This is an optimization exercise on Yosys and OpenROAD, whose aim is small area, not a production implementation. At most, simulation tests tie the RTL to the original design; equivalence was not proved. For runs 3 and 4, only the layout was checked, not whether the RTL still works. No activity file was given, so power comes from the tool's default toggle rates.

File: flow/design.v
module psum_collector #(
    parameter int DATA_WIDTH = 16,
    parameter int X_dim      = 5,
    parameter int NUM_ITER   = 5
) (
    input  logic                          clk,
    input  logic                          reset,
    input  logic [X_dim*DATA_WIDTH-1:0]   pe_out_flat,
    input  logic                          compute_done,
    output logic [DATA_WIDTH-1:0]         out_data,
    output logic                          out_valid,
    input  logic                          out_ready,
    output logic                          out_last,
    output logic [$clog2(NUM_ITER+1)-1:0] iter_count,
    output logic                          overflow
);
    localparam int DEPTH = X_dim * NUM_ITER;
    localparam int PW    = (DEPTH > 1) ? $clog2(DEPTH) : 1;
    localparam int IW    = $clog2(NUM_ITER + 1);
    localparam logic [IW-1:0] LAST_ITER = IW'(NUM_ITER - 1);
    localparam logic [PW-1:0] LAST_PTR  = PW'(DEPTH - 1);
    localparam logic [PW-1:0] STRIDE    = PW'(X_dim);
    typedef enum logic {
        COLLECT = 1'b0,
        DRAIN   = 1'b1
    } state_t;
    logic [DATA_WIDTH-1:0] pe_out [X_dim-1:0];
    for (genvar g = 0; g < X_dim; g++) begin : g_unpack
        assign pe_out[g] = pe_out_flat[g*DATA_WIDTH +: DATA_WIDTH];
    end
    state_t                state;
    logic                  done_q;
    logic                  cap;
    logic [PW-1:0]         rd_ptr;
    logic [PW-1:0]         rd_next;
    logic [PW-1:0]         wr_base;
    logic [DATA_WIDTH-1:0] mem [DEPTH];
    assign cap     = compute_done & ~done_q;
    assign rd_next = rd_ptr + 1'b1;
    always_ff @(posedge clk) begin
        if (reset && state == COLLECT && cap) begin
            for (int i = 0; i < X_dim; i++) begin
                mem[wr_base + PW'(i)] <= pe_out[X_dim-1-i];
            end
        end
    end
    always_ff @(posedge clk) begin
        if (!reset) begin
            state      <= COLLECT;
            done_q     <= 1'b0;
            iter_count <= '0;
            rd_ptr     <= '0;
            wr_base    <= '0;
            out_valid  <= 1'b0;
            out_last   <= 1'b0;
            out_data   <= '0;
            overflow   <= 1'b0;
        end else begin
            done_q <= compute_done;
            case (state)
                COLLECT: begin
                    if (cap) begin
                        iter_count <= iter_count + 1'b1;
                        if (iter_count == LAST_ITER) begin
                            state     <= DRAIN;
                            rd_ptr    <= '0;
                            wr_base   <= '0;
                            out_valid <= 1'b1;
                            out_last  <= (DEPTH == 1);
                            out_data  <= (NUM_ITER == 1) ? pe_out[X_dim-1] : mem[0];
                        end else begin
                            wr_base <= wr_base + STRIDE;
                        end
                    end
                end
                DRAIN: begin
                    if (cap) begin
                        overflow <= 1'b1;
                    end
                    if (out_ready) begin
                        if (out_last) begin
                            state      <= COLLECT;
                            iter_count <= '0;
                            rd_ptr     <= '0;
                            out_valid  <= 1'b0;
                            out_last   <= 1'b0;
                        end else begin
                            rd_ptr   <= rd_next;
                            out_data <= mem[rd_next];
                            out_last <= (rd_next == LAST_PTR);
                        end
                    end
                end
            endcase
        end
    end
endmodule
File: flow/run.sh
#!/bin/bash
# synth_recipe.tcl (not shown) runs the flow's synth.tcl, then flattens the netlist and writes it again
# the make line also repeats each setting of config.mk as NAME=value (left out here)
make -C /OpenROAD-flow-scripts/flow DESIGN_CONFIG=/design/flow/config.mk WORK_HOME=/design/flow/orfs CLKGATE_MAP_FILE= SYNTH_SCRIPT=/design/flow/synth_recipe.tcl finish
File: flow/config.mk
export PLATFORM = sky130hd
export DESIGN_NAME = psum_collector
export DESIGN_NICKNAME = psum_collector
export VERILOG_FILES = /design/flow/design.v
export SDC_FILE = /design/flow/constraint.sdc
export NUM_CORES = 4
export LEC_CHECK = 0
export CAP_MARGIN = 20
export CORE_MARGIN = 2
export CORE_UTILIZATION = 40
export SLEW_MARGIN = 20
File: flow/constraint.sdc
create_clock -name core_clock -period 5.0 [get_ports {clk}]
set_input_delay 1.0000 -clock core_clock [delete_from_list [all_inputs] [get_ports {clk}]]
set_output_delay 1.0000 -clock core_clock [all_outputs]
set_load 0.01 [all_outputs]
==> results of run 1 <==
==> synthesized netlist by cell type (all sizes together) (4+ instances only) <==
library cell  instances
mux2i               380
nor2                530
a211o                62
nand2b                9
o22ai                49
nor3                 37
mux2                 18
and2                  8
nand4                 7
o221ai               16
a21oi               189
mux4                 64
a211oi              165
nand2               253
and3                154
xnor2                 8
o31a                  4
edfxtp              400
nand3               157
nor4                 13
o2111ai              12
a31o                  8
buf                 188
o211ai               66
inv                  25
dfxtp                34
a22oi                31
o31ai                16
clkbuf              345
o311ai                6
a21boi                8
o21ai                69
o2bb2ai              16
ha                   16
or3b                  5
or3                  14
a221oi                4
a221o               256
xor2                  6
o32ai                16
a2111oi               4
a31oi                10
nor2b                34
o211a                16
==> kinds of logic (layout without fill, tap and decap cells) <==
group                    Yosys count  after routing  share of synthesized area (%)
adder cells (fa/ha/maj)           16             16                         0.5783
flip-flops                       434            434                          36.66
AO/OA/AOI/OAI                   1036           1036                          23.26
other                              0              1                              0
multiplexers                     462            462                          15.74
AND/OR/NAND/NOR                 1229           1229                          16.14
XOR/XNOR                          14             14                         0.5060
buffers and inverters            558            476                          7.113
==> worst max-delay path: stages (launching register included) <==
cell and delay, ns:
dfxtp_1 0.57, buf_4 0.34, inv_1 0.10, ha_1 0.45, nand2b_1 0.21, or2_2 0.29, a21boi_0 0.88, o2111ai_2 0.70
==> metal layers <==
layer | share of wire, % | vias up | wire length, um
met1 | 37 | 16230 | 63000
met4 | 7.7 | 12 | 12860
met5 | 0.045 | - | 76
met2 | 40 | 2895 | 67120
li1 | - | 14100 | -
met3 | 15 | 625 | 24950
==> power by group through the flow <==
stage	sequential [mW]	clock [mW]	combinational (mW)
after CTS	4.11	4.00	1.44
after detailed placement	4.18	0	1.44
after global routing	4.11	4.13	1.56
final	4.11	4.02	1.53
after floorplan	4.17	0	0.846
after global placement	4.18	0	1.42
==> area by class of cell <==
cell class                      count  share of cell area (%)
Clock buffer                       71                   3.888
Clock inverter                     28                  0.6226
Sequential cell                   434                   32.91
Antenna cell                        1                0.006486
Inverter                           25                  0.2432
Timing Repair Buffer              352                   7.465
Multi-Input combinational cell   2757                   51.16
Tap cell                         1144                   3.710
==> registers in the layout, indices dropped and copies added, names as in the netlist <==
name and flops:
mem 400, overflow 1, wr_base 5, state 1, out_last 1, done_q 1
out_data 16, iter_count 3, rd_ptr 5, out_valid 1
==> how the worst min path moves through the flow <==
stage / end / slack [ns] / cells past startpoint
floorplan: out_valid / 0.50 / 2
global placement: overflow / 0.45 / 1
detailed placement: overflow / 0.46 / 1
CTS: overflow / 0.47 / 1
global route: overflow / 0.50 / 1
finish: overflow / 0.47 / 1
==> through the flow <==
step / power (mW) / utilization, % / cell area [sq um] / setup slack [ns]
6_report: 9.654 / 45.17 / 38580 / 0.9361
5_1_grt: 9.804 / 45.17 / 38580 / 0.8008
4_1_cts: 9.552 / 45.14 / 38560 / 1.057
3_5_place_dp: 5.621 / 43.11 / 36820 / 0.7367
3_3_place_gp: 5.606 / 43.11 / 36820 / 0.7592
2_1_floorplan: 5.014 / - / 34620 / 1.538
==> results.cfg, run 1 <==
[status]
status = finished clean

[cts]
clk_path_buf_depth = 3
clk_latency_ns = 0.64
cts_setup_buffers = 0
cts_tree = built
clock-sinks = 434
cts-root-buf = clkbuf_16
cts_hold_buf = 0
htree_levels = 2
cts_made_buffers = 54
cts.clk_slew.worst_paths_ns = 0.06
cts_resized = 0

[sta]
relSlewSlack_pct = 8.578
max_freq_mhz = 246.1
finalSetupViolations = 0
min_period_ns = 4.064
rsz0062_at_grt = false
fin_skew_ns = 0.04285
hold_viol = 0
drv_slew = 0
fin_crit_sh_pct = 81.28
tightest_slew_ns = 1.367
fin_setup_tns_ns = 0
holdWs_ns = 0.4684

[route]
drc = 0
final_antenna_net_count = 0
drt_first_pass_iters = 7
via_count = 33860
drt_iter0_markers = 5683
wl_per_cell_um = 34.91
viasPerCell = 7.037
wirelength_mm = 168.0

[critical_path]
r2r_cells = 7
cp.arrival_ns = 4.19
crit-reg2reg-capture = mem[9][1]
cp.required_ns = 5.12
critPathCapture = mem[9][1]
reg2reg_slack_ns = 0.94
setup.worst_path.end_class = flip-flop
crit_start = wr_base[2]
critical_path_class = reg2reg
crit_fanout = 23
start_kind = flip-flop
r2r_start = wr_base[2]

[power]
netSwitchingFraction_pct = 28.88
p_switching_mw = 2.788
internal_power_mw = 6.865
pwr-share-comb_pct = 15.8
p_per_area_mw_per_mm2 = 250.2
clkPwrFrac_pct = 41.6
peakVddDrop_mv = 0.2408
power_leakage_nw = 14.71
seqPwrFrac_pct = 42.6

[global_routing]
grt_max_degree = 66
grt_pass1_vias = 31430
antenna_found_initial = 9
grt_pass1_wl_mm = 237.2
grt.busiest_layer = met2
gr-usage-met2_pct = 51.41
grt_overflow_total = 0
met1_usage_pct = 48.49
gr-usage-met3_pct = 11.77
track_usage_pct = 36.61

[hold_path]
hold_path.startpoint = overflow
hold_class = reg2reg

[cells_and_area]
final_common_cell = nor2_1
regArea_sq_mm = 0.01270
fin_cells = 4812
n_fill_cell = 8250
syn2layout_area_growth_pct = 11.46
multi_input_area_sq_mm = 0.01974
nets = 3724
drive_gt1_share_pct = 13.94
layout_common_cells = nor2_1 (517), edfxtp_1 (400), mux2i_1 (380)

[synth]
synth_area_sq_mm = 0.03462
synth_edf_count = 400
syn_nets = 3849
async_flop_share_pct = 0
netlist.top_cell.by_area = edfxtp_1
ys_seq_elements = 434
syn_inst = 3749
ys_types = 82
avgSynthCellArea_sq_um = 9.234
ys_warn_count = 2
synth-main-ff-cell = edfxtp_1
netlist_top_cells_area = edfxtp_1 (35%), mux2i_1 (11%), a221o_1 (7.4%)
synth_top_area_share_pct = 34.70
ys_seq_area_share_pct = 36.66

[flow_run]
maxCapViolCount = 0

[floorplanning]
dieArea_sq_mm = 0.08891
num_io_pins = 106
die_w_um = 298.2
rows = 107
core_sq_mm = 0.08541
initial_core_util_pct = 40.53
die_height_um = 298.2

[placement]
portBuffers = 105
place_hpwl_mm = 108.2
dp.cells = 4711
gp_congestion = 1.031
==> inputs of run 2 (changes only) <==
==> flow/design.v (replaced) <==
module psum_collector #(
    parameter int DATA_WIDTH = 16,
    parameter int X_dim      = 5,
    parameter int NUM_ITER   = 5
) (
    input  logic                          clk,
    input  logic                          reset,
    input  logic [X_dim*DATA_WIDTH-1:0]   pe_out_flat,
    input  logic                          compute_done,
    output logic [DATA_WIDTH-1:0]         out_data,
    output logic                          out_valid,
    input  logic                          out_ready,
    output logic                          out_last,
    output logic [$clog2(NUM_ITER+1)-1:0] iter_count,
    output logic                          overflow
);
    localparam int IW = $clog2(NUM_ITER + 1);
    localparam int CW = (X_dim > 1) ? $clog2(X_dim) : 1;
    localparam int RW = (NUM_ITER > 1) ? $clog2(NUM_ITER) : 1;
    localparam logic [CW-1:0] LAST_COL = CW'(X_dim - 1);
    localparam logic [RW-1:0] LAST_ROW = RW'(NUM_ITER - 1);
    logic [DATA_WIDTH-1:0] pe_out [X_dim];
    for (genvar g = 0; g < X_dim; g++) begin : g_unpack
        assign pe_out[g] = pe_out_flat[g*DATA_WIDTH +: DATA_WIDTH];
    end
    logic                  done_q;
    logic                  cap;
    logic                  valid;
    logic                  ovf;
    logic [RW-1:0]         cnt;
    logic [CW-1:0]         col;
    logic                  take;
    logic                  col_wrap;
    logic                  cnt_wrap;
    logic                  shift;
    logic [DATA_WIDTH-1:0] rows [NUM_ITER][X_dim];
    assign cap      = compute_done & ~done_q;
    assign take     = valid & out_ready;
    assign col_wrap = (col == LAST_COL);
    assign cnt_wrap = (cnt == LAST_ROW);
    assign shift    = valid ? (out_ready & col_wrap) : cap;
    always_ff @(posedge clk) begin
        if (shift) begin
            for (int r = 0; r < NUM_ITER - 1; r++)
                for (int c = 0; c < X_dim; c++) rows[r][c] <= rows[r+1][c];
            for (int c = 0; c < X_dim; c++) rows[NUM_ITER-1][c] <= pe_out[X_dim-1-c];
        end
    end
    always_ff @(posedge clk) begin
        if (!reset) begin
            done_q <= 1'b0;
            valid  <= 1'b0;
            ovf    <= 1'b0;
            cnt    <= '0;
            col    <= '0;
        end else begin
            done_q <= compute_done;
            if (shift) begin
                cnt <= cnt_wrap ? '0 : cnt + 1'b1;
                if (cnt_wrap) valid <= ~valid;
            end
            if (take) col <= col_wrap ? '0 : col + 1'b1;
            if (valid && cap) ovf <= 1'b1;
        end
    end
    assign out_valid  = valid;
    assign out_last   = valid & cnt_wrap & col_wrap;
    assign iter_count = valid ? IW'(NUM_ITER) : IW'(cnt);
    assign overflow   = ovf;
    assign out_data   = rows[0][col];
endmodule
==> run 2 against run 1 <==
Still clean on timing, DRC and antenna; first-iteration DRC count shrank 92%; clock power shrank 22%; via count shrank 83%; wire length shrank 88%; power shrank 23%; non-clock buffer count shrank 232; global-route usage shrank 25 points; worst hold slack lost 0.057 ns; cell area shrank 57%; fmax shrank 16%; critical path type is now reg2out; largest cell class is now registers.
==> results.cfg, run 2 <==
[status]
status = finished clean

[route]
drt_first_pass_iters = 5
wl_per_cell_um = 17.46
viasPerCell = 4.772
final_antenna_net_count = 0
drc = 0
drt_iter0_markers = 458
via_count = 5736
wirelength_mm = 20.99

[synth]
synth_top_area_share_pct = 89.46
yosys-top-cells-count = edfxtp_1 (400), a221o_1 (22), a22o_1 (18)
syn_nets = 669
ys_types = 33
synth_area_sq_mm = 0.01343
synth_edf_count = 400
ys_seq_area_share_pct = 90.80
ys_seq_elements = 409
ys_warn_count = 3
netlist.top_cell.by_area = edfxtp_1
async_flop_share_pct = 0
yosysMostFrequentCell = edfxtp_1
netlist_top_cells_area = edfxtp_1 (89%), a221o_1 (1.6%), dfxtp_1 (1.3%)
avgSynthCellArea_sq_um = 23.27
synth-main-ff-cell = edfxtp_1
syn_inst = 577

[floorplanning]
dieArea_sq_mm = 0.03505
die_w_um = 187.2
rows = 67
initial_core_util_pct = 40.34
die_height_um = 187.2
num_io_pins = 106
core_sq_mm = 0.03328

[global_routing]
antenna_found_initial = 0
grt_pass1_vias = 5947
grt_pass1_wl_mm = 32.64
grt_max_degree = 107
track_usage_pct = 12.08
grt_overflow_total = 0

[critical_path]
critical_path_class = reg2out
crit-reg2reg-capture = rows[2][8]
cp.arrival_ns = 3.83
cp.required_ns = 4.00
cp_num_cells = 7
start_kind = flip-flop
setup.worst_path.end_class = output port
crit_chain = buf_4 > inv_1 > ha_1 > or4_4 > or2_0 > a31oi_1 > clkdlybuf4s50_1
cpLargestDelayFamily = simple AND/OR/NAND/NOR gates
r2r_cells = 5
crit_buf_inv = 3
reg2reg_slack_ns = 1.87
crit_path_max_incr_delay_ns = 0.64
r2r_start = col[0]
cp_slowest_cell = or4_4
crit_fanout = 19

[power]
peakVddDrop_mv = 0.2896
p_per_area_mw_per_mm2 = 447.0
p_total_mw = 7.393
power_leakage_nw = 5.484

[flow_run]
maxCapViolCount = 0

[cts]
clk_latency_ns = 0.55
cts.clk_slew.worst_paths_ns = 0.06
clock-sinks = 409
cts_setup_buffers = 0
cts_tree = built
htree_levels = 2
cts_made_buffers = 42
cts_hold_buf = 0
clk_path_buf_depth = 3
cts_resized = 0
cts-root-buf = clkbuf_16

[sta]
hold_viol = 0
min_period_ns = 4.827
max_freq_mhz = 207.2
drv_slew = 0
tightest_slew_ns = 0.8395
fin_crit_sh_pct = 96.53
fin_setup_tns_ns = 0
rsz0062_at_grt = false
finalSetupViolations = 0
fin_skew_ns = 0.02219
relSlewSlack_pct = 44.03

[cells_and_area]
final_common_cell = edfxtp_1
reg_top3 = rows x400, cnt x3, col x3
nets = 813
layout_common_cells = edfxtp_1 (400), clkdlybuf4s50_1 (105), clkbuf_16 (43)
syn2layout_area_growth_pct = 23.19
regMostFlops = rows
drive_gt1_share_pct = 12.62
largest_reg_flops = 400

[hold_path]
hold_path.startpoint = rows[8][15]
holdPathEnd = rows[3][15]
hold_class = reg2reg
min_delay_path_depth = 0

[placement]
place_hpwl_mm = 12.70
portBuffers = 105
gp_congestion = 0.7549
[run 2: layout make-up]
cell class / instances / area, sq um
antenna: 1 / 2.502
clock buffer: 51 / 1106
clock inverter: 25 / 309.0
fill: 2684 / 16740
inverter: 8 / 30.03
multi-input combinational: 140 / 1127
sequential: 409 / 12190
tap: 448 / 560.5
timing repair buffer: 120 / 1214
[run 2: how the worst max path moves through the flow]
stage,start,to,slack [ns]
after floorplan,compute_done,rows[0][0],0.31
after global placement,col[2],out_data[7],0.84
after detailed placement,col[2],out_data[1],0.72
after CTS,col[2],out_data[1],0.12
after global routing,col[2],out_data[1],0.0002
final,col[2],out_data[7],0.17
[run 2: stage by stage]
| stage | worst slack [ns] | instance area [sq um] | cells | hold WS (ns) | util (%) |
|---|---|---|---|---|---|
| 2_1_floorplan | 0.3128 | 13430 | 577 | 0.4003 | - |
| 3_3_place_gp | 0.8352 | 15120 | 1125 | 0.4009 | 45.44 |
| 3_5_place_dp | 0.7221 | 15120 | 1125 | 0.4045 | 45.44 |
| 4_1_cts | 0.1200 | 16540 | 1201 | 0.4133 | 49.69 |
| 5_1_grt | 0.0002003 | 16540 | 1201 | 0.4158 | 49.69 |
| 6_report | 0.1734 | 16540 | 1202 | 0.4114 | 49.70 |
[run 2: worst reg2reg max path, stage by stage (launching register included)]
cell and delay (ns):
dfxtp_1 0.35, inv_1 0.10, ha_1 0.46, nand4_1 0.55, nand2_8 0.82, buf_4 0.52
[run 2: logic make-up (layout without fill, tap and decap cells)]
group	count (synthesis)	after routing	share of synthesized area, %
simple gates	38	38	1.519
flops	409	409	90.80
mux	14	14	1.174
fa+ha+maj	8	8	0.7455
buf+inv	28	204	0.9226
other cells	0	1	0
compound gates	80	80	4.837
[run 2: power by group]
part / switching, mW / internal, mW / leakage (nW)
Sequential: 0.0590 / 4.00 / 3.91
Combinational: 0.113 / 0.100 / 0.896
Clock: 1.23 / 1.90 / 0.682
Total: 1.40 / 5.99 / 5.48
[run 2: per-layer routing]
layer | share of wire [%] | track usage [%]
met1 | 42 | 14.87
met2 | 49 | 20.22
met3 | 5.0 | 2.983
met4 | 3.1 | 5.617
met5 | 0 | 0
==> inputs of run 3 (changes only) <==
--- a/flow/design.v
+++ b/flow/design.v
@@ -27,18 +27,34 @@
     logic                  cap;
     logic                  valid;
     logic                  ovf;
-    logic [RW-1:0]         cnt;
-    logic [CW-1:0]         col;
+    logic [2:0]            cnt;
+    logic [2:0]            cnt_inc;
+    logic [2:0]            col;
+    logic [4:0]            sel;
     logic                  take;
     logic                  col_wrap;
     logic                  cnt_wrap;
     logic                  shift;
     logic [DATA_WIDTH-1:0] rows [NUM_ITER][X_dim];
+    assign sel[0]   = ~col[0] & ~col[1];
+    assign sel[1]   =  col[0] & ~col[1];
+    assign sel[2]   =  col[1] & ~col[2];
+    assign sel[3]   =  col[0] &  col[2];
+    assign sel[4]   = ~col[0] &  col[1];
     assign cap      = compute_done & ~done_q;
     assign take     = valid & out_ready;
-    assign col_wrap = (col == LAST_COL);
-    assign cnt_wrap = (cnt == LAST_ROW);
+    assign col_wrap = sel[4];
+    assign cnt_wrap = cnt[2];
     assign shift    = valid ? (out_ready & col_wrap) : cap;
+    always_comb begin
+        case (cnt)
+            3'd0:    cnt_inc = 3'd1;
+            3'd1:    cnt_inc = 3'd2;
+            3'd2:    cnt_inc = 3'd3;
+            3'd3:    cnt_inc = 3'd4;
+            default: cnt_inc = 3'd0;
+        endcase
+    end
     always_ff @(posedge clk) begin
         if (shift) begin
             for (int r = 0; r < NUM_ITER - 1; r++)
@@ -56,16 +72,19 @@
         end else begin
             done_q <= compute_done;
             if (shift) begin
-                cnt <= cnt_wrap ? '0 : cnt + 1'b1;
+                cnt <= cnt_inc;
                 if (cnt_wrap) valid <= ~valid;
             end
-            if (take) col <= col_wrap ? '0 : col + 1'b1;
+            if (take) col <= {col[1] & col[0], col[0], ~(col[2] & col[1])};
             if (valid && cap) ovf <= 1'b1;
         end
     end
+    always_comb begin
+        out_data = '0;
+        for (int c = 0; c < X_dim; c++) out_data |= {DATA_WIDTH{sel[c]}} & rows[0][c];
+    end
     assign out_valid  = valid;
     assign out_last   = valid & cnt_wrap & col_wrap;
-    assign iter_count = valid ? IW'(NUM_ITER) : IW'(cnt);
+    assign iter_count = valid ? 3'd5 : cnt;
     assign overflow   = ovf;
-    assign out_data   = rows[0][col];
 endmodule
--- a/flow/config.mk
+++ b/flow/config.mk
@@ -7,5 +7,6 @@
 export LEC_CHECK = 0
 export CAP_MARGIN = 20
 export CORE_MARGIN = 2
-export CORE_UTILIZATION = 40
+export CORE_UTILIZATION = 70
+export CTS_BUF_LIST = sky130_fd_sc_hd__clkbuf_4
 export SLEW_MARGIN = 20
==> run 3 against run 2 <==
Clock-buffer cell count is 89 higher; clock skew rose by 0.0068 ns; flip-flop and latch count did not move; final cell count down 12%; sequential share of layout area grew 4.2 points; largest cell class unchanged; worst setup slack better by 0.84 ns; worst hold slack worse by 0.020 ns.
==> results.cfg, run 3 <==
[route]
wirelength_mm = 18.63
drt_iter0_markers = 506
final_antenna_net_count = 0
drc = 0
wl_per_cell_um = 17.59
drt_first_pass_iters = 5
via_count = 5588
viasPerCell = 5.277

[power]
p_switching_mw = 1.352
power_leakage_nw = 5.371
netSwitchingFraction_pct = 20.10
p_per_area_mw_per_mm2 = 429.7
peakVddDrop_mv = 0.3548
seqPwrFrac_pct = 60.2
internal_power_mw = 5.375
pwr-share-comb_pct = 3.1
p_total_mw = 6.727
clkPwrFrac_pct = 36.7

[global_routing]
track_usage_pct = 19.67
grt_pass1_wl_mm = 29.10
antenna_found_initial = 1
grt_max_degree = 85
grt_pass1_vias = 5739
grt_overflow_total = 0

[cts]
cts_setup_buffers = 0
clock-sinks = 409
cts-root-buf = clkbuf_4
cts.clk_slew.worst_paths_ns = 0.07
clk_latency_ns = 0.70
cts_made_buffers = 94
cts_resized = 0
htree_levels = 3
clk_path_buf_depth = 3
cts_tree = built
cts_hold_buf = 0

[cells_and_area]
regMostFlops = rows
multi_input_area_sq_um = 765.7
nets = 841
reg_top3 = rows x400, cnt x3, col x3
stdcell_area_sq_mm = 0.01566
regArea_sq_mm = 0.01219
drive_gt1_share_pct = 19.42
n_fill_cell = 767
largest_reg_flops = 400
syn2layout_area_growth_pct = 19.72
layout_common_cells = edfxtp_1 (400), clkbuf_4 (140), clkdlybuf4s50_1 (105)
finalCoreUtilization_pct = 86.27
final_common_cell = edfxtp_1

[critical_path]
setup.worst_path.end_class = output port
crit-reg2reg-capture = rows[20][7]
r2r_start = col[1]
start_kind = flip-flop
crit_fanout = 19
reg2reg_slack_ns = 2.13
cp.required_ns = 4.00
crit_start = col[2]
critical_path_class = reg2out
r2r_cells = 4
critPathCapture = out_data[7]
cp.arrival_ns = 2.99

[sta]
min_period_ns = 3.989
rsz0062_at_grt = false
max_freq_mhz = 250.7
tightest_slew_ns = 0.7956
fin_crit_sh_pct = 79.79
relSlewSlack_pct = 46.89
holdWs_ns = 0.3912
drv_slew = 0
fin_skew_ns = 0.02898
finalSetupViolations = 0
hold_viol = 0
fin_setup_tns_ns = 0

[synth]
avgSynthCellArea_sq_um = 23.31
synth-main-ff-cell = edfxtp_1
yosys-top-cells-count = edfxtp_1 (400), nand2_1 (23), inv_1 (19), nor2_1 (19), o21ai_0 (18)
netlist_top_cells_area = edfxtp_1 (92%), dfxtp_1 (1.4%), a221o_1 (1.2%)
ys_warn_count = 3
netlist.top_cell.by_area = edfxtp_1
syn_nets = 645
syn_inst = 561
synth_top_area_share_pct = 91.86
ys_seq_area_share_pct = 93.24
ys_seq_elements = 409
yosysMostFrequentCell = edfxtp_1
async_flop_share_pct = 0
ys_types = 28
synth_edf_count = 400
synth_area_sq_mm = 0.01308

[placement]
gp_congestion = 0.7454
portBuffers = 105
place_hpwl_mm = 10.78
placed_area_sq_mm = 0.01447

[floorplanning]
dieArea_sq_mm = 0.01979
rows = 49
die_height_um = 140.7
core_sq_mm = 0.01815
num_io_pins = 106
die_w_um = 140.7
initial_core_util_pct = 72.06

[hold_path]
hold_class = reg2reg

[flow_run]
maxCapViolCount = 0

[status]
status = finished clean
run 3: worst max-delay path, cell delays in order, from the launching register on:
cell             delay (ns)
dfxtp_1                0.84
nor2b_1                0.27
buf_4                  0.28
a221o_1                0.40
clkdlybuf4s50_1        0.50
run 3: per-stage QoR:
stage          std cells  setup slack (ns)
2_1_floorplan        561            0.3713
3_3_place_gp         890             1.661
4_1_cts             1058            0.9414
5_1_grt             1059            0.8087
3_5_place_dp         890             1.527
6_report            1059             1.011
run 3: worst min path at each step:
stage                            start           end  slack, ns  cells after the start
after floorplan             rows[5][0]    rows[0][0]       0.40                      0
after global placement      rows[9][3]    rows[4][3]       0.40                      0
after detailed placement    rows[5][9]    rows[0][9]       0.40                      0
after CTS                  rows[6][14]   rows[1][14]       0.39                      0
after global routing       rows[15][2]   rows[10][2]       0.40                      0
final                     rows[22][14]  rows[17][14]       0.39                      0
run 3: power groups by stage:
| stage | clock, mW | combinational [mW] | sequential (mW) |
|---|---|---|---|
| 2_1_floorplan | 0 | 0.0884 | 4.12 |
| 3_3_place_gp | 0 | 0.205 | 4.11 |
| 3_5_place_dp | 0 | 0.213 | 4.12 |
| 4_1_cts | 2.55 | 0.214 | 4.05 |
| 5_1_grt | 2.72 | 0.230 | 4.06 |
| 6_report | 2.47 | 0.211 | 4.05 |
run 3: cell families (layout without fill, tap and decap cells):
logic type             count (synthesis)  after routing  synth area share [%]
buffers and inverters                 33            301                 1.033
flip-flops                           409            409                 93.24
AND/OR/NAND/NOR                       59             59                 2.086
AO/OA/AOI/OAI                         44             44                 2.421
other                                  0              1                     0
multiplexers                          16             16                 1.225
run 3: final cells by class:
cell class                      instances  share of cell area (%)
Sequential cell                       409                   77.89
Timing Repair Buffer                  114                   7.385
Clock buffer                          140                   6.714
Multi-Input combinational cell        119                   4.891
Tap cell                              229                   1.830
Clock inverter                         28                  0.8232
Inverter                               19                  0.4556
Antenna cell                            1                 0.01598
run 3: layer usage:
layer / track usage, % / up-vias / share of wire, %
met1: 26.66 / 2708 / 42
li1: - / 2674 / -
met2: 30.42 / 182 / 50
met5: 0 / - / 0
met3: 6.386 / 24 / 6.4
met4: 8.211 / 0 / 1.3
==> inputs of run 4 (changes only) <==
--- a/flow/config.mk
+++ b/flow/config.mk
@@ -8,5 +8,6 @@
 export CAP_MARGIN = 20
 export CORE_MARGIN = 2
 export CORE_UTILIZATION = 70
-export CTS_BUF_LIST = sky130_fd_sc_hd__clkbuf_4
+export CTS_BUF_LIST = sky130_fd_sc_hd__clkbuf_8
+export CTS_CLUSTER_SIZE = 30
 export SLEW_MARGIN = 20
==> run 4 against run 3 <==
Still clean; clock power fell by 8%; synthesized area did not move; global-route usage fell by 1.4 points; utilization fell by 0.74 points; synthesized cell count did not move; sequential share of layout area rose by 0.68 points; worst hold slack improved by 0.022 ns; wire length fell by 4.1%; flip-flop and latch count did not move; non-clock buffer count did not move; cell area fell by 0.86%; via count fell by 3.8%; largest power group unchanged.
==> results.cfg, run 4 <==
[status]
status = finished clean

[sta]
final.setup.worst_slack_ns = 1.137
max_freq_mhz = 258.9
holdWs_ns = 0.4129
rsz0062_at_grt = false
fin_crit_sh_pct = 77.26
fin_setup_tns_ns = 0
tightest_slew_ns = 0.7917
drv_slew = 0
finalSetupViolations = 0
relSlewSlack_pct = 47.15
min_period_ns = 3.863
fin_skew_ns = 0.01546
hold_viol = 0

[synth]
synth-main-ff-cell = edfxtp_1
avgSynthCellArea_sq_um = 23.31
syn_inst = 561
ys_warn_count = 3
ys_seq_elements = 409
syn_nets = 645
synth_edf_count = 400
netlist_top_cells_area = edfxtp_1 (92%), dfxtp_1 (1.4%), a221o_1 (1.2%)
synth_area_sq_mm = 0.01308
synth_top_area_share_pct = 91.86
ys_seq_area_share_pct = 93.24
ys_types = 28
yosys-top-cells-count = edfxtp_1 (400), nand2_1 (23), inv_1 (19), nor2_1 (19), o21ai_0 (18)
netlist.top_cell.by_area = edfxtp_1
async_flop_share_pct = 0
yosysMostFrequentCell = edfxtp_1

[critical_path]
reg2reg_slack_ns = 2.14
crit_path_max_incr_delay_ns = 0.83
r2r_start = col[1]
crit_fanout = 19
setup.worst_path.end_class = output port
critPathCapture = out_data[7]
crit_start = col[2]
cp.required_ns = 4.00
cp_slowest_cell = dfxtp_1
cp.arrival_ns = 2.86
cp_num_cells = 4
cpLargestDelayFamily = flip-flops
r2r_cells = 4
start_kind = flip-flop
critical_path_class = reg2out
crit_buf_inv = 2
crit-reg2reg-capture = rows[15][7]
crit_chain = nor2b_1 > buf_4 > a221o_1 > clkdlybuf4s50_1

[route]
wirelength_mm = 17.87
drc = 0
final_antenna_net_count = 0
viasPerCell = 5.384
wl_per_cell_um = 17.90
drt_first_pass_iters = 5
via_count = 5373
drt_iter0_markers = 487

[floorplanning]
num_io_pins = 106
initial_core_util_pct = 72.06
die_height_um = 140.7
rows = 49
core_sq_mm = 0.01815
die_w_um = 140.7
dieArea_sq_mm = 0.01979

[global_routing]
grt_overflow_total = 0
track_usage_pct = 18.26
antenna_found_initial = 0
grt_pass1_wl_mm = 27.30
grt_pass1_vias = 5334
grt_max_degree = 85

[cts]
cts_setup_buffers = 0
cts_hold_buf = 0
clk_path_buf_depth = 3
cts_tree = built
cts.clk_slew.worst_paths_ns = 0.06
cts-root-buf = clkbuf_8
cts_made_buffers = 59
htree_levels = 2
clock-sinks = 409
clk_latency_ns = 0.57
cts_resized = 0

[cells_and_area]
final_common_cell = edfxtp_1
n_antenna_cell = 0
largest_reg_flops = 400
finalCoreUtilization_pct = 85.52
reg_top3 = rows x400, cnt x3, col x3
layout_common_cells = edfxtp_1 (400), clkdlybuf4s50_1 (105), clkbuf_8 (59)
nets = 806
regMostFlops = rows
syn2layout_area_growth_pct = 18.69
drive_gt1_share_pct = 11.44

[hold_path]
min_delay_path_depth = 0
hold_class = reg2reg

[placement]
portBuffers = 105
gp_congestion = 0.7454
post-place-ws_ns = 1.527
place_hpwl_mm = 10.78

[power]
p_total_mw = 6.539
peakVddDrop_mv = 0.3088
p_per_area_mw_per_mm2 = 421.4
power_leakage_nw = 5.276

[flow_run]
maxCapViolCount = 0
[run 4: cell types whose count changed in the layout (fill, tap and decap cells not counted), moves of 2 or more]
cell,previous run,this run
inv_1,19,34
clkinv_2,0,11
clkinv_1,21,19
clkbuf_8,0,59
clkinvlp_4,5,3
clkbuf_4,140,0
[run 4: report_power, final]
group	total, mW	internal [mW]	switching [mW]
logic	0.211	0.0947	0.116
clock network	2.28	1.15	1.12
registers	4.05	4.00	0.0538
[run 4: cell families (layout without fill, tap and decap cells)]
kind of cell | count (synthesis) | in the layout | share of synthesized area [%]
and+or+nand+nor | 59 | 59 | 2.086
AOI/OAI and AO/OA | 44 | 44 | 2.421
muxes | 16 | 16 | 1.225
DFF | 409 | 409 | 93.24
buffers and inverters | 33 | 241 | 1.033
[run 4: routing by layer]
| layer | share of wire, % | vias up | track usage [%] |
|---|---|---|---|
| met5 | 0 | - | 0 |
| met4 | 1.8 | 0 | 6.789 |
| met3 | 5.8 | 33 | 4.654 |
| met2 | 48 | 178 | 28.50 |
| met1 | 44 | 2612 | 25.89 |
| li1 | - | 2550 | - |
[run 4: worst min-delay path by stage]
stage	endpoint	start
detailed placement	rows[0][9]	rows[5][9]
finish	rows[10][2]	rows[15][2]
global placement	rows[4][3]	rows[9][3]
floorplan	rows[0][0]	rows[5][0]
global route	rows[13][15]	rows[18][15]
CTS	rows[1][14]	rows[6][14]
[run 4: area by class of cell]
cell class / instances / area (sq um)
Sequential cell: 409 / 12190
Inverter: 19 / 71.32
Fill cell: 751 / 2628
Clock buffer: 59 / 812.0
Clock inverter: 49 / 235.2
Multi-Input combinational cell: 119 / 765.7
Timing Repair Buffer: 114 / 1156
Tap cell: 229 / 286.5
[run 4: through the flow]
| stage | std cells | area [sq um] |
|---|---|---|
| 6_report | 998 | 15520 |
| 5_1_grt | 998 | 15520 |
| 4_1_cts | 998 | 15520 |
| 3_5_place_dp | 890 | 14470 |
| 3_3_place_gp | 890 | 14470 |
| 2_1_floorplan | 561 | 13080 |
==> inputs of run 5 (changes only) <==
--- a/flow/design.v
+++ b/flow/design.v
@@ -29,21 +29,15 @@
     logic                  ovf;
     logic [2:0]            cnt;
     logic [2:0]            cnt_inc;
-    logic [2:0]            col;
-    logic [4:0]            sel;
+    logic [X_dim-1:0]      col;
     logic                  take;
     logic                  col_wrap;
     logic                  cnt_wrap;
     logic                  shift;
     logic [DATA_WIDTH-1:0] rows [NUM_ITER][X_dim];
-    assign sel[0]   = ~col[0] & ~col[1];
-    assign sel[1]   =  col[0] & ~col[1];
-    assign sel[2]   =  col[1] & ~col[2];
-    assign sel[3]   =  col[0] &  col[2];
-    assign sel[4]   = ~col[0] &  col[1];
     assign cap      = compute_done & ~done_q;
     assign take     = valid & out_ready;
-    assign col_wrap = sel[4];
+    assign col_wrap = col[X_dim-1];
     assign cnt_wrap = cnt[2];
     assign shift    = valid ? (out_ready & col_wrap) : cap;
     always_comb begin
@@ -68,20 +62,20 @@
             valid  <= 1'b0;
             ovf    <= 1'b0;
             cnt    <= '0;
-            col    <= '0;
+            col    <= X_dim'(1);
         end else begin
             done_q <= compute_done;
             if (shift) begin
                 cnt <= cnt_inc;
                 if (cnt_wrap) valid <= ~valid;
             end
-            if (take) col <= {col[1] & col[0], col[0], ~(col[2] & col[1])};
+            if (take) col <= {col[X_dim-2:0], col[X_dim-1]};
             if (valid && cap) ovf <= 1'b1;
         end
     end
     always_comb begin
         out_data = '0;
-        for (int c = 0; c < X_dim; c++) out_data |= {DATA_WIDTH{sel[c]}} & rows[0][c];
+        for (int c = 0; c < X_dim; c++) out_data |= {DATA_WIDTH{col[c]}} & rows[0][c];
     end
     assign out_valid  = valid;
     assign out_last   = valid & cnt_wrap & col_wrap;
==> flow/flow/run.sh (new file) <==
#!/bin/bash
# Standard layout with smaller port buffers and a clock tree with fewer, larger clusters.
set -euo pipefail
bash standard.sh "BUFFER_PORTS_ARGS=-buffer_cell sky130_fd_sc_hd__buf_1" "CTS_ARGS=-sink_clustering_enable -repair_clock_nets -buf_list sky130_fd_sc_hd__clkbuf_16 -sink_clustering_size 30 -sink_clustering_max_diameter 100 -sink_buffer_max_cap_derate 1.0" finish > standard.log 2>&1
==> flow/standard.sh (new file) <==
#!/bin/bash
# synth_recipe.tcl (not shown) runs the flow's synth.tcl, then flattens the netlist and writes it again
# the make line also repeats each setting of config.mk as NAME=value (left out here)
make -C /OpenROAD-flow-scripts/flow DESIGN_CONFIG=/design/flow/config.mk WORK_HOME=/design/flow/orfs CLKGATE_MAP_FILE= SYNTH_SCRIPT=/design/flow/synth_recipe.tcl "${@:-finish}"
--- a/flow/config.mk
+++ b/flow/config.mk
@@ -8,6 +8,4 @@
 export CAP_MARGIN = 20
 export CORE_MARGIN = 2
 export CORE_UTILIZATION = 70
-export CTS_BUF_LIST = sky130_fd_sc_hd__clkbuf_8
-export CTS_CLUSTER_SIZE = 30
 export SLEW_MARGIN = 20
removed: flow/run.sh
==> run 5 against run 4 <==
Critical path depth shrank 1; register-to-register slack better by 0.13 ns; clock skew shrank 0.0033 ns; utilization decreased by 7.3 points; sequential power about the same; clock power fell by 33%; via count decreased by 9.0%; power is 13% lower; critical path type unchanged; critical endpoint is now out_data[4].
==> results.cfg, run 5 <==
[critical_path]
cp_slowest_cell = dfxtp_1
setup.worst_path.end_class = output port
crit_chain = a22oi_1 > nand2_1 > buf_1
cp.arrival_ns = 2.09
reg2reg_slack_ns = 2.27
critical_path_class = reg2out
cp.required_ns = 4.00
crit_buf_inv = 1
crit_fanout = 18
start_kind = flip-flop
cpLargestDelayFamily = flip-flops
crit_path_max_incr_delay_ns = 1.01

[sta]
min_period_ns = 3.092
max_freq_mhz = 323.4
tightest_slew_ns = 1.028
relSlewSlack_pct = 31.38
fin_setup_tns_ns = 0
finalSetupViolations = 0
fin_crit_sh_pct = 61.84
final.setup.worst_slack_ns = 1.908
drv_slew = 0
fin_skew_ns = 0.01220
hold_viol = 0
rsz0062_at_grt = false
holdWs_ns = 0.4177

[power]
p_switching_mw = 1.042
netSwitchingFraction_pct = 18.21
power_leakage_nw = 4.566
peakVddDrop_mv = 0.3781
p_per_area_mw_per_mm2 = 405.8
clkPwrFrac_pct = 26.5
seqPwrFrac_pct = 71.0
p_total_mw = 5.719
pwr-share-comb_pct = 2.5
internal_power_mw = 4.677

[status]
status = finished clean

[floorplanning]
die_height_um = 139.6
rows = 49
core_sq_mm = 0.01802
dieArea_sq_mm = 0.01949
die_w_um = 139.6
initial_core_util_pct = 71.42
num_io_pins = 106

[cells_and_area]
nets = 717
final_common_cell = edfxtp_1
multi_input_area_sq_um = 589.3
largest_reg_flops = 400
drive_gt1_share_pct = 4.666
reg_top3 = rows x400, col x5, cnt x3
regArea_sq_mm = 0.01223
n_antenna_cell = 0
syn2layout_area_growth_pct = 9.467
regMostFlops = rows
layout_common_cells = edfxtp_1 (400), buf_1 (105), nand2_1 (23)
n_fill_cell = 938
fin_cells = 872

[synth]
netlist.top_cell.by_area = edfxtp_1
ys_types = 24
ys_seq_area_share_pct = 95.01
avgSynthCellArea_sq_um = 25.09
async_flop_share_pct = 0
synth_edf_count = 400
syn_nets = 597
netlist_top_cells_area = edfxtp_1 (93%), dfxtp_1 (1.7%), a222oi_1 (1.2%)
synth_top_area_share_pct = 93.30
ys_warn_count = 3
ys_seq_elements = 411
yosysMostFrequentCell = edfxtp_1
synth_area_sq_mm = 0.01287
syn_inst = 513
synth-main-ff-cell = edfxtp_1
yosys-top-cells-count = edfxtp_1 (400), nand2_1 (24), a222oi_1 (16), a22oi_1 (16), dfxtp_1 (11)

[global_routing]
grt_max_degree = 109
antenna_found_initial = 0
grt_overflow_total = 0
grt_pass1_vias = 4915
grt_pass1_wl_mm = 25.82
track_usage_pct = 17.38

[cts]
cts_hold_buf = 0
cts_setup_buffers = 0
cts_resized = 0
clk_latency_ns = 0.50
htree_levels = 1
clk_path_buf_depth = 3
clock-sinks = 411
cts.clk_slew.worst_paths_ns = 0.10
cts-root-buf = clkbuf_16
cts_made_buffers = 17
cts_tree = built

[route]
wirelength_mm = 16.45
final_antenna_net_count = 0
wl_per_cell_um = 18.87
drt_iter0_markers = 407
via_count = 4887
viasPerCell = 5.604
drt_first_pass_iters = 5
drc = 0

[placement]
place_hpwl_mm = 9.585
gp_congestion = 0.7337
portBuffers = 105
post-place-ws_ns = 1.681
dp.cells = 843

[hold_path]
hold_class = reg2reg

[flow_run]
maxCapViolCount = 0
[run 5: cell count changes after synthesis, sizes merged, moves of 3 or more]
cell / before / now
inv: 19 / 4
mux2i: 16 / 0
o21ai: 18 / 0
clkbuf: 5 / 8
a222oi: 0 / 16
buf: 9 / 4
a221o: 16 / 0
and3: 0 / 3
a22oi: 0 / 16
nand3: 4 / 8
nor2: 19 / 1
[run 5: power groups by stage]
| stage | clock network (mW) | registers (mW) | logic (mW) |
|---|---|---|---|
| floorplan | 0 | 4.14 | 0.0819 |
| global placement | 0 | 4.12 | 0.139 |
| detailed placement | 0 | 4.14 | 0.147 |
| CTS | 1.57 | 4.06 | 0.147 |
| global route | 1.68 | 4.08 | 0.161 |
| finish | 1.52 | 4.06 | 0.144 |
[run 5: through the flow]
step / util (%) / area (sq um)
2_1_floorplan: - / 12880
3_3_place_gp: 75.53 / 13610
3_5_place_dp: 75.53 / 13610
4_1_cts: 78.18 / 14090
5_1_grt: 78.18 / 14090
6_report: 78.18 / 14090
[run 5: metal layers]
metal	vias to the layer above	track usage (%)	wire, um
met5	-	0	0
met4	0	6.211	393
met3	28	2.581	921
met2	176	29.10	8388
met1	2373	24.21	6749
li1	2310	-	-
[run 5: cell families (layout without fill, tap and decap cells)]
logic type             Yosys count  in the layout  synth area share [%]
flip-flops                     411            411                 95.01
AND/OR/NAND/NOR                 41             41                 1.448
buffers and inverters           16            146                0.5345
AO/OA/AOI/OAI                   45             45                 3.003
[run 5: path summary, 6_finish.rpt]
check              start     endpoint  depth (start not counted)
max               col[2]  out_data[4]                          3
min          rows[12][1]   rows[7][1]                          0
max reg2reg        valid  rows[8][12]                          3
min reg2reg  rows[12][1]   rows[7][1]                          0
[run 5: cell type report]
type                            count  share of cell area [%]
Sequential cell                   411                   86.80
Tap cell                          229                   2.033
Multi-Input combinational cell     86                   4.182
Clock inverter                     12                  0.3729
Clock buffer                       17                   3.019
Timing Repair Buffer              113                   3.489
Inverter                            4                  0.1065
[run 5: worst register-to-register path, stage by stage (launching register included)]
cell	delay, ns
dfxtp_1	0.62
nand3_1	0.50
nand2_8	0.76
buf_4	0.53
==> inputs of run 6 (changes only) <==
==> flow/flow/run.sh (replaced) <==
#!/bin/bash
# Standard layout with smaller port buffers and a clock tree with fewer, larger clusters.
set -euo pipefail
bash standard.sh "BUFFER_PORTS_ARGS=-buffer_cell sky130_fd_sc_hd__buf_1" "CTS_ARGS=-sink_clustering_enable -repair_clock_nets -buf_list sky130_fd_sc_hd__clkbuf_4 -sink_clustering_size 10 -sink_clustering_max_diameter 60 -sink_buffer_max_cap_derate 1.0" finish > standard.log 2>&1
--- a/flow/config.mk
+++ b/flow/config.mk
@@ -7,5 +7,5 @@
 export LEC_CHECK = 0
 export CAP_MARGIN = 20
 export CORE_MARGIN = 2
-export CORE_UTILIZATION = 70
+export CORE_UTILIZATION = 85
 export SLEW_MARGIN = 20
==> run 6 against run 5 <==
The flow now stops in 3_5_place_dp; synthesized area did not move; synthesized cell count unchanged.
==> results.cfg, run 6 <==
[synth]
netlist.top_cell.by_area = edfxtp_1
synth_top_family_by_area = compound AO/OA/AOI/OAI gates
yosys-top-cells-count = edfxtp_1 (400), nand2_1 (24), a222oi_1 (16), a22oi_1 (16), dfxtp_1 (11)
avgSynthCellArea_sq_um = 25.09
synth-simple-area-share_pct = 1.448
synth-compound-area-share_pct = 3.003
synth_edf_count = 400
ys_seq_elements = 411
ys_warn_count = 3
syn_nets = 597
ys_seq_area_share_pct = 95.01
synth-main-ff-cell = edfxtp_1
synth_top_area_share_pct = 93.30
async_flop_share_pct = 0
synth_area_sq_mm = 0.01287
netlist_top_cells_area = edfxtp_1 (93%), dfxtp_1 (1.7%), a222oi_1 (1.2%)
synthAdderAreaFrac_pct = 0
ys_types = 24
yosysMostFrequentCell = edfxtp_1
synthXorXnorAreaFrac_pct = 0
synth_mux_area_share_pct = 0
syn_inst = 513

[placement]
gp_congestion = 0.8080
place_hpwl_mm = 16.95
portBuffers = 105

[floorplanning]
rows = 44
initial_core_util_pct = 87.91
die_w_um = 127.1
num_io_pins = 106
die_height_um = 127.1

[status]
failing_step = 3_5_place_dp
status = did not finish
error_line = [ERROR DPL-0033] detailed placement checks failed during check placement.
run 6: cell counts after synthesis:
Identical to the previous run, type by type.
run 6: power by group through the flow:
stage,Combinational (mW),Sequential [mW],Clock (mW)
after floorplan,0.0819,4.14,0
after global placement,0.137,4.12,0
run 6: logic make-up after synthesis:
kind of cell | count (synthesis)
buffers and inverters | 16
flip-flops | 411
AND/OR/NAND/NOR | 41
AO/OA/AOI/OAI | 45
run 6: worst max-delay path by stage:
stage / cells after the start / from / endpoint / slack [ns]
global placement: 4 / out_ready / rows[24][7] / 1.87
floorplan: 3 / compute_done / rows[0][0] / 0.34
run 6: stage by stage:
stage             setup WS (ns)  instance area (sq um)
floorplan                0.3373                  12880
global placement          1.868                  13540
==> inputs of run 7 (changes only) <==
==> flow/flow/run.sh (replaced) <==
#!/bin/bash
# Standard layout with smaller port buffers and a clock tree with fewer, larger clusters.
set -euo pipefail
bash standard.sh "BUFFER_PORTS_ARGS=-buffer_cell sky130_fd_sc_hd__buf_1" "CTS_ARGS=-sink_clustering_enable -repair_clock_nets -buf_list sky130_fd_sc_hd__buf_12 -sink_clustering_size 24 -sink_clustering_max_diameter 80 -sink_buffer_max_cap_derate 1.0" finish > standard.log 2>&1
--- a/flow/config.mk
+++ b/flow/config.mk
@@ -7,5 +7,5 @@
 export LEC_CHECK = 0
 export CAP_MARGIN = 20
 export CORE_MARGIN = 2
-export CORE_UTILIZATION = 85
+export CORE_UTILIZATION = 75
 export SLEW_MARGIN = 20
==> run 7 against run 6 <==
Now clean on timing, DRC and antenna; synthesized cell count unchanged; synthesized area stayed put.
==> results.cfg, run 7 <==
[cells_and_area]
regArea_sq_mm = 0.01223
drive_gt1_share_pct = 5.077
layout_common_cells = edfxtp_1 (400), buf_1 (105), buf_12 (24)
stdcell_area_sq_mm = 0.01411
nets = 719
finalCoreUtilization_pct = 84.46
largest_reg_flops = 400
n_fill_cell = 641
multi_input_area_sq_um = 589.3
n_antenna_cell = 0
final_common_cell = edfxtp_1
regMostFlops = rows
fin_cells = 870
reg_top3 = rows x400, col x5, cnt x3
syn2layout_area_growth_pct = 9.573

[route]
wl_per_cell_um = 23.90
drc = 0
viasPerCell = 6.091
via_count = 5299
drt_iter0_markers = 612
drt_first_pass_iters = 5
wirelength_mm = 20.79
final_antenna_net_count = 0

[cts]
cts_setup_buffers = 0
cts_resized = 0
clk_latency_ns = 0.47
cts_tree = built
cts.clk_slew.worst_paths_ns = 0.09
htree_levels = 1
cts_made_buffers = 21
clk_path_buf_depth = 3
clock-sinks = 411
cts_hold_buf = 0
cts-root-buf = buf_12

[placement]
portBuffers = 105
dp.cells = 832
placed_area_sq_mm = 0.01359
post-place-ws_ns = 1.618
gp_congestion = 0.7567
place_hpwl_mm = 10.33

[sta]
relSlewSlack_pct = 32.80
finalSetupViolations = 0
holdWs_ns = 0.4108
fin_crit_sh_pct = 66.74
hold_viol = 0
rsz0062_at_grt = false
min_period_ns = 3.337
max_freq_mhz = 299.7
drv_slew = 0
tightest_slew_ns = 1.007
fin_skew_ns = 0.01762
fin_setup_tns_ns = 0
final.setup.worst_slack_ns = 1.663

[synth]
ys_warn_count = 3
yosysMostFrequentCell = edfxtp_1
syn_inst = 513
netlist_top_cells_area = edfxtp_1 (93%), dfxtp_1 (1.7%), a222oi_1 (1.2%)
netlist.top_cell.by_area = edfxtp_1
yosys-top-cells-count = edfxtp_1 (400), nand2_1 (24), a222oi_1 (16), a22oi_1 (16), dfxtp_1 (11)
avgSynthCellArea_sq_um = 25.09
synth-main-ff-cell = edfxtp_1
synth_edf_count = 400
ys_seq_area_share_pct = 95.01
async_flop_share_pct = 0
ys_seq_elements = 411
ys_types = 24
synth_top_area_share_pct = 93.30
synth_area_sq_mm = 0.01287
syn_nets = 597

[critical_path]
cpLargestDelayFamily = simple AND/OR/NAND/NOR gates
setup.worst_path.end_class = flip-flop
crit_fanout = 104
crit_path_max_incr_delay_ns = 0.91
crit_buf_inv = 1
cp.arrival_ns = 3.46
crit_chain = nand3_1 > nand2_8 > buf_12
critical_path_class = reg2reg
cp.required_ns = 5.12
start_kind = flip-flop
cp_slowest_cell = dfxtp_1

[flow_run]
maxCapViolCount = 0

[global_routing]
grt_pass1_wl_mm = 31.19
grt_overflow_total = 0
antenna_found_initial = 0
grt_pass1_vias = 5236
track_usage_pct = 24.07
grt_max_degree = 105

[floorplanning]
initial_core_util_pct = 77.08
die_w_um = 135.0
dieArea_sq_mm = 0.01823
die_height_um = 135.0
rows = 47
core_sq_mm = 0.01670
num_io_pins = 106

[power]
p_per_area_mw_per_mm2 = 420.9
power_leakage_nw = 4.576
p_total_mw = 5.937
peakVddDrop_mv = 0.3699

[hold_path]
hold_class = reg2reg

[status]
status = finished clean
## run 7: logic make-up (layout without fill, tap and decap cells)
kind of cell / after synthesis / in the layout / synth area share [%]
AOI/OAI and AO/OA: 45 / 45 / 3.003
and+or+nand+nor: 41 / 41 / 1.448
DFF: 411 / 411 / 95.01
buffers and inverters: 16 / 153 / 0.5345
## run 7: power breakdown
group | internal (mW) | switching, mW
Sequential | 4.01 | 0.0701
Combinational | 0.0380 | 0.112
Clock | 0.690 | 1.02
Total | 4.74 | 1.20
## run 7: cell type report
class,count,area share (%)
Sequential cell,411,86.71
Multi-Input combinational cell,86,4.178
Timing Repair Buffer,111,3.379
Clock buffer,21,2.980
Tap cell,220,1.951
Clock inverter,17,0.6919
Inverter,4,0.1064
## run 7: path summary, 6_finish.rpt
path / start / cells past startpoint / slack, ns / endpoint
min: rows[10][14] / 0 / 0.41 / rows[5][14]
max: col[4] / 3 / 1.66 / rows[8][7]
max reg2reg: col[4] / 3 / 1.66 / rows[8][7]
min reg2reg: rows[10][14] / 0 / 0.41 / rows[5][14]
## run 7: worst reg2reg max path, cell delays in order (launching register included)
cell and delay, ns:
dfxtp_1 0.91, nand3_1 0.65, nand2_8 0.81, buf_12 0.55
## run 7: per-layer routing
| layer | part of all wire [%] | GRT usage (%) | up-vias |
|---|---|---|---|
| li1 | - | - | 2330 |
| met1 | 37 | 32.69 | 2636 |
| met2 | 54 | 42.10 | 298 |
| met3 | 6.5 | 3.378 | 35 |
| met4 | 2.4 | 7.118 | 0 |
| met5 | 0 | 0 | - |
==> inputs of run 8 (changes only) <==
==> flow/flow/run.sh (replaced) <==
#!/bin/bash
# Standard layout with smaller port buffers and a clock tree with fewer, larger clusters.
set -euo pipefail
bash standard.sh "BUFFER_PORTS_ARGS=-buffer_cell sky130_fd_sc_hd__buf_1" "CTS_ARGS=-sink_clustering_enable -repair_clock_nets -buf_list sky130_fd_sc_hd__buf_6 -sink_clustering_size 14 -sink_clustering_max_diameter 60 -sink_buffer_max_cap_derate 1.0" finish > standard.log 2>&1
==> run 8 against run 7 <==
Fmax up 4.0%; largest power group unchanged; clock-buffer cell count up 15; worst hold slack better by 0.0043 ns; sequential power about the same; critical path type unchanged; clock skew down 0.0053 ns; die area unchanged; synthesized cell count unchanged; still clean; utilization down 0.27 points; combinational power down 3%.
==> results.cfg, run 8 <==
[synth]
yosysMostFrequentCell = edfxtp_1
synth_area_sq_mm = 0.01287
ys_types = 24
yosys-top-cells-count = edfxtp_1 (400), nand2_1 (24), a222oi_1 (16), a22oi_1 (16), dfxtp_1 (11)
synthXorXnorAreaFrac_pct = 0
netlist_top_cells_area = edfxtp_1 (93%), dfxtp_1 (1.7%), a222oi_1 (1.2%)
synth_mux_area_share_pct = 0
avgSynthCellArea_sq_um = 25.09
synthAdderAreaFrac_pct = 0
ys_warn_count = 3
synth-simple-area-share_pct = 1.448
syn_nets = 597
synth-compound-area-share_pct = 3.003
synth-main-ff-cell = edfxtp_1
async_flop_share_pct = 0
ys_seq_area_share_pct = 95.01
synth_top_area_share_pct = 93.30
synth_top_family_by_area = compound AO/OA/AOI/OAI gates
netlist.top_cell.by_area = edfxtp_1
ys_seq_elements = 411
synth_edf_count = 400
syn_inst = 513

[global_routing]
grt_max_degree = 105
track_usage_pct = 19.45
grt_overflow_total = 0
antenna_found_initial = 0
grt_pass1_vias = 4932
grt_pass1_wl_mm = 25.79

[cells_and_area]
largest_reg_flops = 400
n_fill_cell = 715
syn2layout_area_growth_pct = 9.224
drive_gt1_share_pct = 7.402
nets = 733
regArea_sq_mm = 0.01223
reg_top3 = rows x400, col x5, cnt x3
layout_common_cells = edfxtp_1 (400), buf_1 (105), buf_6 (36)
regMostFlops = rows
multi_input_area_sq_um = 589.3
fin_cells = 882
final_common_cell = edfxtp_1
n_antenna_cell = 0

[critical_path]
crit_fanout = 104
critical_path_class = reg2reg
setup.worst_path.end_class = flip-flop
start_kind = flip-flop
cp.required_ns = 5.15
cp.arrival_ns = 3.35

[cts]
cts_resized = 0
cts_hold_buf = 0
cts_made_buffers = 35
cts.clk_slew.worst_paths_ns = 0.09
cts_setup_buffers = 0
htree_levels = 2
clock-sinks = 411
clk_path_buf_depth = 3
clk_latency_ns = 0.48
cts-root-buf = buf_6
cts_tree = built

[route]
drt_first_pass_iters = 5
drt-met1-wl_mm = 6.945
maxUsedRoutingLayer = met4
met3_length_mm = 1.095
wl_met2_mm = 8.407
drc = 0
via_count = 5093
drt_iter0_markers = 426
final_antenna_net_count = 0
viasPerCell = 5.774
wl_per_cell_um = 19.25
wirelength_mm = 16.98

[sta]
drv_slew = 0
max_freq_mhz = 311.7
rsz0062_at_grt = false
fin_setup_tns_ns = 0
finalSetupViolations = 0
relSlewSlack_pct = 32.57
tightest_slew_ns = 1.010
hold_viol = 0
min_period_ns = 3.208
fin_crit_sh_pct = 64.16
fin_skew_ns = 0.01228

[placement]
place_hpwl_mm = 10.33
gp_congestion = 0.7567
portBuffers = 105
dp.cells = 832

[hold_path]
hold_class = reg2reg

[floorplanning]
initial_core_util_pct = 77.08
die_w_um = 135.0
num_io_pins = 106
die_height_um = 135.0
core_sq_mm = 0.01670
rows = 47
dieArea_sq_mm = 0.01823

[power]
peakVddDrop_mv = 0.3205
p_total_mw = 5.744
power_leakage_nw = 4.572
p_per_area_mw_per_mm2 = 408.5

[status]
status = finished clean

[flow_run]
maxCapViolCount = 0
-- run 8: cell counts after synthesis --
No cell type changed its count.
-- run 8: worst paths after layout --
check,from,to,slack [ns],depth (start not counted)
hold reg to reg,rows[11][9],rows[6][9],0.42,0
hold / removal,rows[11][9],rows[6][9],0.42,0
setup / recovery,col[4],rows[18][10],1.79,3
setup reg to reg,col[4],rows[18][10],1.79,3
-- run 8: cell type report --
| type | instances | share of cell area (%) |
|---|---|---|
| multi-input cells | 86 | 4.191 |
| flip-flops and latches | 411 | 86.99 |
| well taps | 220 | 1.958 |
| clock inverters | 14 | 0.4805 |
| clock buffers | 36 | 2.883 |
| repair buffers | 111 | 3.390 |
| inverters | 4 | 0.1068 |
-- run 8: through the flow --
step	utilization, %	worst slack [ns]	instance area, sq um	hold WS [ns]
2_1_floorplan	-	0.3373	12880	0.4003
3_3_place_gp	81.36	1.802	13590	0.4006
3_5_place_dp	81.36	1.618	13590	0.4045
4_1_cts	84.19	1.798	14060	0.4188
5_1_grt	84.19	1.575	14060	0.4242
6_report	84.19	1.792	14060	0.4151
-- run 8: where the power goes --
group	total, mW	switching, mW	leakage, nW	internal, mW
clock network	1.53	0.952	0.291	0.579
registers	4.07	0.0567	3.92	4.01
logic	0.145	0.107	0.359	0.0380
-- run 8: critical path, stage by stage, from the launching register on --
cell and delay [ns]:
dfxtp_1 0.90, nand3_1 0.62, nand2_8 0.75, buf_4 0.49
-- run 8: logic make-up after synthesis --
family                 Yosys count
AOI/OAI and AO/OA               45
buffers and inverters           16
DFF                            411
and+or+nand+nor                 41
-- run 8: layer usage --
metal | vias to the layer above | track usage (%)
met3 | 45 | 4.354
met2 | 202 | 30.17
met5 | - | 0
met1 | 2489 | 27.15
met4 | 0 | 9.722
li1 | 2357 | -
==> inputs of run 9 (changes only) <==
==> flow/flow/run.sh (replaced) <==
#!/bin/bash
# Standard layout with smaller port buffers and a clock tree with fewer, larger clusters.
set -euo pipefail
bash standard.sh "BUFFER_PORTS_ARGS=-buffer_cell sky130_fd_sc_hd__buf_1" "CTS_ARGS=-sink_clustering_enable -repair_clock_nets -dont_use_dummy_load -buf_list sky130_fd_sc_hd__buf_12 -sink_clustering_size 30 -sink_clustering_max_diameter 100 -sink_buffer_max_cap_derate 1.0" finish > standard.log 2>&1
--- a/flow/config.mk
+++ b/flow/config.mk
@@ -7,5 +7,5 @@
 export LEC_CHECK = 0
 export CAP_MARGIN = 20
 export CORE_MARGIN = 2
-export CORE_UTILIZATION = 75
+export CORE_UTILIZATION = 80
 export SLEW_MARGIN = 20
==> run 9 against run 8 <==
Synthesized cell count unchanged; synthesized area unchanged; the flow now stops in 4_1_cts.
==> results.cfg, run 9 <==
[synth]
netlist.top_cell.by_area = edfxtp_1
netlist_top_cells_area = edfxtp_1 (93%), dfxtp_1 (1.7%), a222oi_1 (1.2%)
synth_area_sq_mm = 0.01287
ys_warn_count = 3
synth-main-ff-cell = edfxtp_1
ys_seq_elements = 411
ys_seq_area_share_pct = 95.01
syn_inst = 513
avgSynthCellArea_sq_um = 25.09
syn_nets = 597
yosysMostFrequentCell = edfxtp_1
async_flop_share_pct = 0
ys_types = 24
synth_edf_count = 400
yosys-top-cells-count = edfxtp_1 (400), nand2_1 (24), a222oi_1 (16), a22oi_1 (16), dfxtp_1 (11)
synth_top_area_share_pct = 93.30

[cts]
cts_hold_buf = 0
clk_path_buf_depth = 3
clock-sinks = 411
cts_resized = 0
cts-root-buf = buf_12
cts_made_buffers = 17
cts_setup_buffers = 0
htree_levels = 1

[status]
status = did not finish
error_line = [ERROR DPL-0033] detailed placement checks failed during check placement.
failing_step = 4_1_cts

[floorplanning]
die_height_um = 130.9
num_io_pins = 106
initial_core_util_pct = 81.34
rows = 46
die_w_um = 130.9

[placement]
place_hpwl_mm = 10.84
gp_congestion = 0.7508
post-place-ws_ns = 1.674
portBuffers = 105
run 9: power by group through the flow:
stage,sequential (mW),combinational [mW],clock (mW)
after detailed placement,4.15,0.144,0
after global placement,4.12,0.135,0
after floorplan,4.14,0.0819,0
run 9: cell families after synthesis:
kind of cell | share of synthesized area (%)
DFF | 95.01
buffers and inverters | 0.5345
AOI/OAI and AO/OA | 3.003
and+or+nand+nor | 1.448
run 9: worst min path at each step:
stage | startpoint | to | slack (ns)
after floorplan | rows[5][0] | rows[0][0] | 0.40
after global placement | rows[9][14] | rows[4][14] | 0.40
after detailed placement | rows[17][6] | rows[12][6] | 0.40
run 9: stage by stage:
step	cell area [sq um]	utilization (%)	hold WS, ns	instances
2_1_floorplan	12880	-	0.4003	513
3_3_place_gp	13560	85.68	0.4004	825
3_5_place_dp	13560	85.68	0.4045	825
==> inputs of run 10 (changes only) <==
==> flow/flow/run.sh (replaced) <==
#!/bin/bash
# Standard layout with smaller port buffers and a clock tree with fewer, larger clusters.
set -euo pipefail
bash standard.sh "BUFFER_PORTS_ARGS=-buffer_cell sky130_fd_sc_hd__buf_1" "CTS_ARGS=-sink_clustering_enable -repair_clock_nets -dont_use_dummy_load -buf_list sky130_fd_sc_hd__clkbuf_8 -sink_clustering_size 22 -sink_clustering_max_diameter 50 -sink_buffer_max_cap_derate 1.0" finish > standard.log 2>&1
==> run 10 against run 9 <==
Now clean on timing, DRC and antenna; synthesized cell count unchanged; synthesized area unchanged.
==> results.cfg, run 10 <==
[synth]
synth_top_area_share_pct = 93.30
yosys-top-cells-count = edfxtp_1 (400), nand2_1 (24), a222oi_1 (16), a22oi_1 (16), dfxtp_1 (11)
syn_inst = 513
synth_edf_count = 400
ys_seq_area_share_pct = 95.01
async_flop_share_pct = 0
ys_seq_elements = 411
ys_types = 24
synth-main-ff-cell = edfxtp_1
netlist_top_cells_area = edfxtp_1 (93%), dfxtp_1 (1.7%), a222oi_1 (1.2%)
netlist.top_cell.by_area = edfxtp_1
avgSynthCellArea_sq_um = 25.09
syn_nets = 597
ys_warn_count = 3
yosysMostFrequentCell = edfxtp_1
synth_area_sq_mm = 0.01287

[route]
drt_iter0_markers = 454
viasPerCell = 5.930
via_count = 5070
drt_first_pass_iters = 5
wirelength_mm = 17.63
final_antenna_net_count = 0
drc = 0
wl_per_cell_um = 20.62

[placement]
dp.cells = 825
portBuffers = 105
post-place-ws_ns = 1.674
gp_congestion = 0.7508
placed_area_sq_mm = 0.01356
place_hpwl_mm = 10.84

[cts]
clk_path_buf_depth = 3
cts.clk_slew.worst_paths_ns = 0.09
htree_levels = 1
clk_latency_ns = 0.56
cts-root-buf = clkbuf_8
cts_hold_buf = 0
cts_tree = built
clock-sinks = 411
cts_setup_buffers = 0
cts_resized = 0
cts_made_buffers = 30

[cells_and_area]
multi_input_area_sq_um = 589.3
stdcell_area_sq_mm = 0.01397
drive_gt1_share_pct = 5.790
reg_top3 = rows x400, col x5, cnt x3
regArea_sq_mm = 0.01223
n_fill_cell = 515
regMostFlops = rows
nets = 725
layout_common_cells = edfxtp_1 (400), buf_1 (105), clkbuf_8 (30)
finalCoreUtilization_pct = 88.28
largest_reg_flops = 400
syn2layout_area_growth_pct = 8.543
final_common_cell = edfxtp_1
n_antenna_cell = 0
fin_cells = 855

[global_routing]
grt_overflow_total = 0
track_usage_pct = 21.00
grt_max_degree = 111
grt_pass1_wl_mm = 25.89
antenna_found_initial = 0
grt_pass1_vias = 4978

[sta]
fin_setup_tns_ns = 0
rsz0062_at_grt = false
finalSetupViolations = 0
max_freq_mhz = 300.9
hold_viol = 0
drv_slew = 0
tightest_slew_ns = 1.071
relSlewSlack_pct = 28.47
min_period_ns = 3.324
final.setup.worst_slack_ns = 1.676
holdWs_ns = 0.3571
fin_crit_sh_pct = 66.48
fin_skew_ns = 0.05455

[hold_path]
hold_class = reg2reg

[power]
power_leakage_nw = 4.482
peakVddDrop_mv = 0.2976
p_per_area_mw_per_mm2 = 400.5
p_total_mw = 5.596

[floorplanning]
die_height_um = 130.9
rows = 46
dieArea_sq_mm = 0.01712
core_sq_mm = 0.01583
initial_core_util_pct = 81.34
die_w_um = 130.9
num_io_pins = 106

[critical_path]
cp.arrival_ns = 3.46
cp.required_ns = 5.13
start_kind = flip-flop
setup.worst_path.end_class = flip-flop
critical_path_class = reg2reg
crit_fanout = 110

[flow_run]
maxCapViolCount = 0

[status]
status = finished clean
==> run 10: cell counts after synthesis <==
No cell type changed its count.
==> run 10: area by class of cell <==
cell class | count | share of cell area, %
clock buffer | 30 | 2.955
tap | 216 | 1.934
multi-input combinational | 86 | 4.217
inverter | 4 | 0.1074
timing repair buffer | 108 | 3.250
sequential | 411 | 87.54
==> run 10: cell families after synthesis <==
kind of cell           Yosys count  share of synthesized area [%]
DFF                            411                          95.01
and+or+nand+nor                 41                          1.448
buffers and inverters           16                         0.5345
AOI/OAI and AO/OA               45                          3.003
==> run 10: path summary, 6_finish.rpt <==
kind	from	endpoint	slack (ns)	cells past startpoint
max	col[4]	rows[14][11]	1.68	3
min	rows[11][12]	rows[6][12]	0.36	0
max reg2reg	col[4]	rows[14][11]	1.68	3
min reg2reg	rows[11][12]	rows[6][12]	0.36	0
==> run 10: routing by layer <==
layer  GRT usage [%]  routed length [um]  up-vias
li1                -                   -     2314
met1           26.82                6632     2508
met2           37.38                9609      215
met3           3.868                 997       33
met4           7.009                 393        0
met5               0                   0        -
==> run 10: power breakdown <==
part	switching, mW	total, mW	internal, mW
clock network	0.850	1.39	0.536
logic	0.107	0.143	0.0360
registers	0.0600	4.07	4.01
total	1.02	5.60	4.58
==> run 10: worst max-delay path: stages, from the launching register on <==
cell and delay [ns]:
dfxtp_1 0.95, nand3_1 0.66, nand2_8 0.71, buf_12 0.51

## re-timing with driven ports
In the flow no input, the clock included, has a driving cell. The finished layouts below were timed again as built, in two steps.
Step 1 assumes that a clkbuf_16 drives the clock port and a buf_2 every other input.
Step 2 also shifts input and output timing later by t, the mid clock arrival at the registers, as if the neighbouring blocks saw the same clock.
a / b / c = ideal / step 1 / step 2; a / b = the first two.
run | t, ns | slack for setup (ns)
run 1 | 0.682 | 0.936 / 0.936 / 0.629
run 2 | 0.581 | 0.173 / 0.126 / 0.707
run 3 | 0.728 | 1.011 / 0.971 / 1.480
run 4 | 0.605 | 1.137 / 1.096 / 1.491
run 5 | 0.538 | 1.908 / 1.864 / 1.693
run 7 | 0.510 | 1.663 / 1.663 / 1.528
run 8 | 0.520 | 1.792 / 1.792 / 1.643
run 10 | 0.571 | 1.676 / 1.676 / 1.561
After both steps setup and hold are still met in every run listed.
